Source: an optimization exercise on an open RTL-to-GDS flow (aim: small area, a short achievable clock period and few clock cycles). Production flows keep margins and buffers that such runs may drop. Function was checked by simulation only, so behaviour that the tests miss may differ from the original.

==> flow/design.v <==
package wpbp_pkg;
    localparam int MAX_RADIUS_DEF = 31;
    localparam int PROB_BITS_DEF  = 16;
    localparam int RADIUS_W   = 5;
    localparam int THRESH_RESET = 32768;
    localparam logic [RADIUS_W-1:0] RADIUS_RESET = 5'd2;
    localparam int CFG_IDX_W = 1;
    typedef enum logic [CFG_IDX_W-1:0] {
        CFG_THRESHOLD = 1'b0,
        CFG_RADIUS    = 1'b1
    } t_cfg_idx;
endpackage
module wpbp_cell #(
    parameter int PROB_BITS = wpbp_pkg::PROB_BITS_DEF,
    parameter bit CMP       = 1'b1
) (
    input  logic                 i_clk,
    input  logic [PROB_BITS-1:0] i_nb_key,
    input  logic [PROB_BITS-1:0] i_new_key,
    output logic [PROB_BITS-1:0] o_key,
    output logic                 o_gt
);
    localparam int LV = $clog2(PROB_BITS);
    localparam int NP = 1 << LV;
    logic [PROB_BITS-1:0] r_key;
    always_ff @(posedge i_clk) begin
        r_key <= i_nb_key;
    end
    assign o_key = r_key;
    logic [LV:0][NP-1:0] w_g;
    logic [LV:0][NP-1:0] w_p;
    for (genvar i = 0; i < NP; i++) begin : g_bit
        if (i < PROB_BITS) begin : g_in
            assign w_g[0][i] = i_new_key[i] && !r_key[i];
            assign w_p[0][i] = i_new_key[i] || !r_key[i];
        end else begin : g_pad
            assign w_g[0][i] = 1'b0;
            assign w_p[0][i] = 1'b1;
        end
    end
    for (genvar l = 0; l < LV; l++) begin : g_lvl
        for (genvar i = 0; i < (NP >> (l + 1)); i++) begin : g_node
            assign w_g[l+1][i] = w_g[l][2*i+1] || (w_p[l][2*i+1] && w_g[l][2*i]);
            assign w_p[l+1][i] = w_p[l][2*i+1] && w_p[l][2*i];
        end
        for (genvar i = (NP >> (l + 1)); i < NP; i++) begin : g_unused
            assign w_g[l+1][i] = 1'b0;
            assign w_p[l+1][i] = 1'b0;
        end
    end
    assign o_gt = CMP && w_g[LV][0];
endmodule
module windowed_peak_boundary_picker_core #(
    parameter int MAX_RADIUS = wpbp_pkg::MAX_RADIUS_DEF,
    parameter int PROB_BITS  = wpbp_pkg::PROB_BITS_DEF,
    localparam int CFG_W     = (PROB_BITS > wpbp_pkg::RADIUS_W) ? PROB_BITS
                                                                 : wpbp_pkg::RADIUS_W
) (
    input  logic                            i_clk,
    input  logic                            i_rst_n,
    input  logic                            i_cfg_we,
    input  logic [wpbp_pkg::CFG_IDX_W-1:0]  i_cfg_idx,
    input  logic [CFG_W-1:0]                i_cfg_data,
    input  logic                            i_in_valid,
    output logic                            o_in_stall,
    input  logic [PROB_BITS-1:0]            i_prob,
    input  logic                            i_barrier,
    input  logic                            i_valid_req,
    input  logic                            i_seq_last,
    output logic                            o_out_valid,
    input  logic                            i_out_stall,
    output logic                            o_boundary,
    output logic                            o_seq_end,
    output logic                            o_run_end
);
    localparam int NS = MAX_RADIUS;           
    localparam int NC = 10;  
    localparam int NG = (NS + NC - 1) / NC;   
    localparam int RW = wpbp_pkg::RADIUS_W;
    localparam int PW = PROB_BITS;
    localparam logic [RW-1:0] NONE = '1;      
    logic [PW-1:0] r_thresh;
    logic [RW-1:0] r_radius;
    logic [RW-1:0] w_radius_wr;
    assign w_radius_wr = (i_cfg_data[RW-1:0] > RW'(MAX_RADIUS)) ? RW'(MAX_RADIUS)
                                                                : i_cfg_data[RW-1:0];
    always_ff @(posedge i_clk) begin
        if (!i_rst_n) begin
            r_thresh <= PW'(wpbp_pkg::THRESH_RESET);
            r_radius <= wpbp_pkg::RADIUS_RESET;
        end else if (i_cfg_we) begin
            case (i_cfg_idx)
                wpbp_pkg::CFG_THRESHOLD: r_thresh <= i_cfg_data[PW-1:0];
                wpbp_pkg::CFG_RADIUS:    r_radius <= w_radius_wr;
                default:                 r_thresh <= r_thresh;
            endcase
        end
    end
    logic          r_hold;                    
    logic          r_stall;                   
    logic          w_en;
    logic          w_acc, w_top;
    logic [PW-1:0] w_key;
    logic [RW-1:0] r_lim;                     
    logic [RW-1:0] r_tidx;                    
    logic [RW-1:0] r_rot;                     
    logic          r_pass;                    
    logic          r_abad, r_acb;             
    logic          b_v, b_top, b_pass, b_last, b_rel, b_blk;
    logic [NC-1:0] b_lok;
    logic          b_abad, b_acb;
    logic [RW-1:0] b_lim;
    logic          c_v, c_top;
    logic [RW-1:0] c_s;
    logic          q0_v, q1_v;
    logic [RW-1:0] q0_rem, q1_rem;
    logic          q0_hv, q1_hv;
    logic [RW-1:0] q0_hit, q1_hit;
    logic          q0_seq, q1_seq;
    logic          o_v, o_b, o_se, o_re;
    assign w_en = !r_hold;
    assign w_acc = i_in_valid && !r_stall;
    assign w_top = !i_valid_req || i_barrier;
    assign w_key = i_prob | {PW{w_top}};
    logic [NS:0][PW-1:0] w_k;
    logic [NS-1:0] w_gt;
    logic [NC-1:0] w_lok;
    assign w_k[0]  = w_acc ? w_key : w_k[NS];
    for (genvar j = 0; j < NS; j++) begin : g_slot
        wpbp_cell #(
            .PROB_BITS (PW),
            .CMP       (j < NC)
        ) u_slot (
            .i_clk     (i_clk),
            .i_nb_key  (w_k[j]),
            .i_new_key (i_prob),
            .o_key     (w_k[j+1]),
            .o_gt      (w_gt[j])
        );
    end
    for (genvar j = 0; j < NC; j++) begin : g_lok
        assign w_lok[j] = (RW'(j) >= r_lim) || w_gt[j];
    end
    logic w_need, w_pstart, w_grp_bad, w_grp_cb;
    always_comb begin
        w_grp_bad = 1'b0;
        w_grp_cb  = 1'b0;
        for (int g = 1; g < NG; g++) begin
            if (r_rot == RW'(NS - g * NC + 1)) begin
                for (int j = 0; j < NC; j++) begin
                    if (g * NC + j < NS) begin
                        if ((RW'(g * NC + j) < r_lim) && !b_lok[j]) w_grp_bad = 1'b1;
                        if ((c_s == RW'(g * NC + j)) && b_lok[j])   w_grp_cb  = 1'b1;
                    end
                end
            end
        end
    end
    assign w_need   = (r_lim > RW'(NC));
    assign w_pstart = !r_pass && i_in_valid && w_need && !b_v && (r_rot == RW'(1));
    always_ff @(posedge i_clk) begin
        if (!i_rst_n || w_acc || !i_in_valid) begin
            r_pass <= 1'b0;
        end else if (w_pstart) begin
            r_pass <= 1'b1;
        end
    end
    always_ff @(posedge i_clk) begin
        if (w_pstart) begin
            r_abad <= 1'b0;
            r_acb  <= 1'b0;
        end else if (r_pass) begin
            r_abad <= r_abad || w_grp_bad;
            r_acb  <= r_acb  || w_grp_cb;
        end
    end
    always_ff @(posedge i_clk) begin
        if (!i_rst_n) begin
            r_lim  <= '0;
            r_tidx <= NONE;
        end else if (w_acc) begin
            if (i_seq_last) begin
                r_lim  <= '0;
                r_tidx <= NONE;
            end else begin
                r_lim  <= (r_lim >= r_radius) ? r_radius : r_lim + RW'(1);
                r_tidx <= w_top ? '0 : (r_tidx == NONE) ? NONE : r_tidx + RW'(1);
            end
        end
    end
    always_ff @(posedge i_clk) begin
        if (!i_rst_n) begin
            r_rot <= '0;
        end else if (w_acc || r_rot == RW'(NS - 1)) begin
            r_rot <= '0;
        end else begin
            r_rot <= r_rot + RW'(1);
        end
    end
    always_ff @(posedge i_clk) begin
        if (!i_rst_n) begin
            b_v <= 1'b0;
        end else if (w_en) begin
            b_v <= w_acc;
        end
    end
    always_ff @(posedge i_clk) begin
        if (w_en) begin
            b_top  <= w_top;
            b_pass <= i_valid_req && (i_barrier || (i_prob >= r_thresh));
            b_last <= i_seq_last;
            b_rel  <= (r_lim == r_radius);
            b_blk  <= (r_tidx < r_lim);
            b_lok  <= w_lok;
            b_abad <= r_pass && r_abad;
            b_acb  <= r_pass && r_acb;
            b_lim  <= r_lim;
        end
    end
    logic          w_left_ok, w_newc, w_beaten, w_alive, w_r0, w_relc;
    logic          w_ev, w_push;
    logic [RW-1:0] w_ev_rem, w_ev_hit;
    logic          w_ev_hv, w_ev_seq;
    assign w_r0      = (r_radius == '0);
    assign w_left_ok = b_top ? !b_blk : (&b_lok && !b_abad);
    assign w_newc    = b_pass && w_left_ok;
    assign w_beaten  = b_top ? !c_top : (c_s < RW'(NC)) ? b_lok[c_s] : b_acb;
    assign w_alive   = c_v && !w_beaten;
    assign w_relc    = w_alive && (c_s == r_radius - RW'(1));
    assign w_ev      = b_v && (b_last || b_rel);
    assign w_push    = w_en && w_ev;
    always_comb begin
        if (b_last) begin
            w_ev_rem = b_lim;
            w_ev_hv  = w_newc || w_alive;
            w_ev_hit = w_newc ? '0 : c_s + RW'(1);
            w_ev_seq = 1'b1;
        end else begin
            w_ev_rem = '0;
            w_ev_hv  = w_r0 ? w_newc : w_relc;
            w_ev_hit = '0;
            w_ev_seq = 1'b0;
        end
    end
    always_ff @(posedge i_clk) begin
        if (!i_rst_n) begin
            c_v <= 1'b0;
        end else if (w_en && b_v) begin
            if (b_last) begin
                c_v <= 1'b0;
            end else if (w_newc && !w_r0) begin
                c_v <= 1'b1;
            end else if (!(w_alive && !w_relc)) begin
                c_v <= 1'b0;
            end
        end
    end
    always_ff @(posedge i_clk) begin
        if (w_en && b_v) begin
            if (w_newc) begin
                c_s   <= '0;
                c_top <= b_top;
            end else begin
                c_s   <= c_s + RW'(1);
            end
        end
    end
    logic w_out_free, w_emit, w_pop, w_to_q0;
    logic n_q0_v, n_q1_v;
    assign w_out_free = !o_v || !i_out_stall;
    assign w_emit     = q0_v && w_out_free;
    assign w_pop      = w_emit && (q0_rem == '0);
    assign w_to_q0    = !q0_v || (w_pop && !q1_v);
    always_comb begin
        n_q0_v = q0_v;
        n_q1_v = q1_v;
        if (w_pop) begin
            n_q0_v = q1_v;
            n_q1_v = 1'b0;
        end
        if (w_push) begin
            if (w_to_q0) n_q0_v = 1'b1;
            else         n_q1_v = 1'b1;
        end
    end
    always_ff @(posedge i_clk) begin
        if (!i_rst_n) begin
            q0_v <= 1'b0;
            q1_v <= 1'b0;
        end else begin
            q0_v <= n_q0_v;
            q1_v <= n_q1_v;
        end
    end
    always_ff @(posedge i_clk) begin
        if (w_push && w_to_q0) begin
            q0_rem <= w_ev_rem;
            q0_hv  <= w_ev_hv;
            q0_hit <= w_ev_hit;
            q0_seq <= w_ev_seq;
        end else if (w_pop) begin
            q0_rem <= q1_rem;
            q0_hv  <= q1_hv;
            q0_hit <= q1_hit;
            q0_seq <= q1_seq;
        end else if (w_emit) begin
            q0_rem <= q0_rem - RW'(1);
        end
        if (w_push && !w_to_q0) begin
            q1_rem <= w_ev_rem;
            q1_hv  <= w_ev_hv;
            q1_hit <= w_ev_hit;
            q1_seq <= w_ev_seq;
        end
    end
    logic n_b_v, n_b_ev, n_hold, n_aligned, n_need, n_pass;
    logic [RW-1:0] n_lim;
    assign n_b_v     = w_en ? w_acc : b_v;
    assign n_b_ev    = w_en ? (i_seq_last || (r_lim == r_radius)) : (b_last || b_rel);
    assign n_hold    = n_b_v && n_b_ev && n_q1_v;
    assign n_aligned = w_acc ? 1'b1 : (r_lim == '0) || (r_rot == RW'(NS - 1));
    assign n_lim     = !w_acc ? r_lim :
                       i_seq_last ? '0 :
                       (r_lim >= r_radius) ? r_radius : r_lim + RW'(1);
    assign n_need    = (n_lim > RW'(NC));
    assign n_pass    = !w_acc && i_in_valid && (r_pass || w_pstart);
    always_ff @(posedge i_clk) begin
        if (!i_rst_n) begin
            r_hold  <= 1'b0;
            r_stall <= 1'b0;
        end else begin
            r_hold  <= n_hold;
            r_stall <= n_hold || !n_aligned || (n_need && !n_pass);
        end
    end
    always_ff @(posedge i_clk) begin
        if (!i_rst_n) begin
            o_v <= 1'b0;
        end else if (w_out_free) begin
            o_v <= q0_v;
        end
    end
    always_ff @(posedge i_clk) begin
        if (w_emit) begin
            o_b  <= q0_hv && (q0_rem == q0_hit);
            o_re <= (q0_rem == '0);
            o_se <= q0_seq && (q0_rem == '0);
        end
    end
    assign o_in_stall  = r_stall;
    assign o_out_valid = o_v;
    assign o_boundary  = o_b;
    assign o_seq_end   = o_se;
    assign o_run_end   = o_re;
endmodule
clock: 6.0 ns
lec_check: 0
abc_area: 1
cap_margin: 20
core_margin: 2
core_utilization: 40
cts_cluster_diameter: 120
cts_cluster_size: 24
setup_slack_margin: 3.8
slew_margin: 20
run.sh (not shown) runs the stock make flow with config.mk's settings and CLKGATE_MAP_FILE= SYNTH_SCRIPT=/design/flow/synth_recipe.tcl, a recipe that flattens the netlist after the stock synthesis.
Testbench counts at the start, summed over its fixed seeds: cycles 32,550.
Change:
--- a/flow/design.v
+++ b/flow/design.v
@@ -75,5 +75,5 @@
 );
     localparam int NS = MAX_RADIUS;           
-    localparam int NC = 10;  
+    localparam int NC = (MAX_RADIUS < 16) ? MAX_RADIUS : 16;  
     localparam int NG = (NS + NC - 1) / NC;   
     localparam int RW = wpbp_pkg::RADIUS_W;
Result:
- The changed run finished clean
- hold slack hardly moves
- wire length rose by 28%
- die area rose by 8.6%
- cell area rose by 9.1%
- global-route usage rose by 2.8 points
- via count rose by 19%
- sequential cell count rose by 6
- clock skew rose by 0.0085 ns
Testbench counts after the change, summed over its fixed seeds: cycles 32,550.

-- what the ideal ports hide --
No port has a modelled driver above. Below, the same layouts with a new extraction and two added sets of constraints.
Step 1 assumes that a clkbuf_16 drives the clock port and a buf_2 every other input.
Step 2 adds t to the input delays and takes it off the output delays; t is the mean of the earliest and latest rising clock arrival at the registers after step 1. Input paths then give back, and output paths get back, about the clock's delay inside the block.
Three values: no drivers, after step 1, after step 2; two values: the first two.
run | t (ns) | setup WS [ns] | hold WS [ns]
the first run | 0.639 | 3.696 / 3.643 / 3.184 | 0.318 / 0.318 / 0.318
the second run | 0.656 | 3.694 / 3.639 / 3.182 | 0.320 / 0.320 / 0.320
After both steps setup and hold are still met in every run listed.
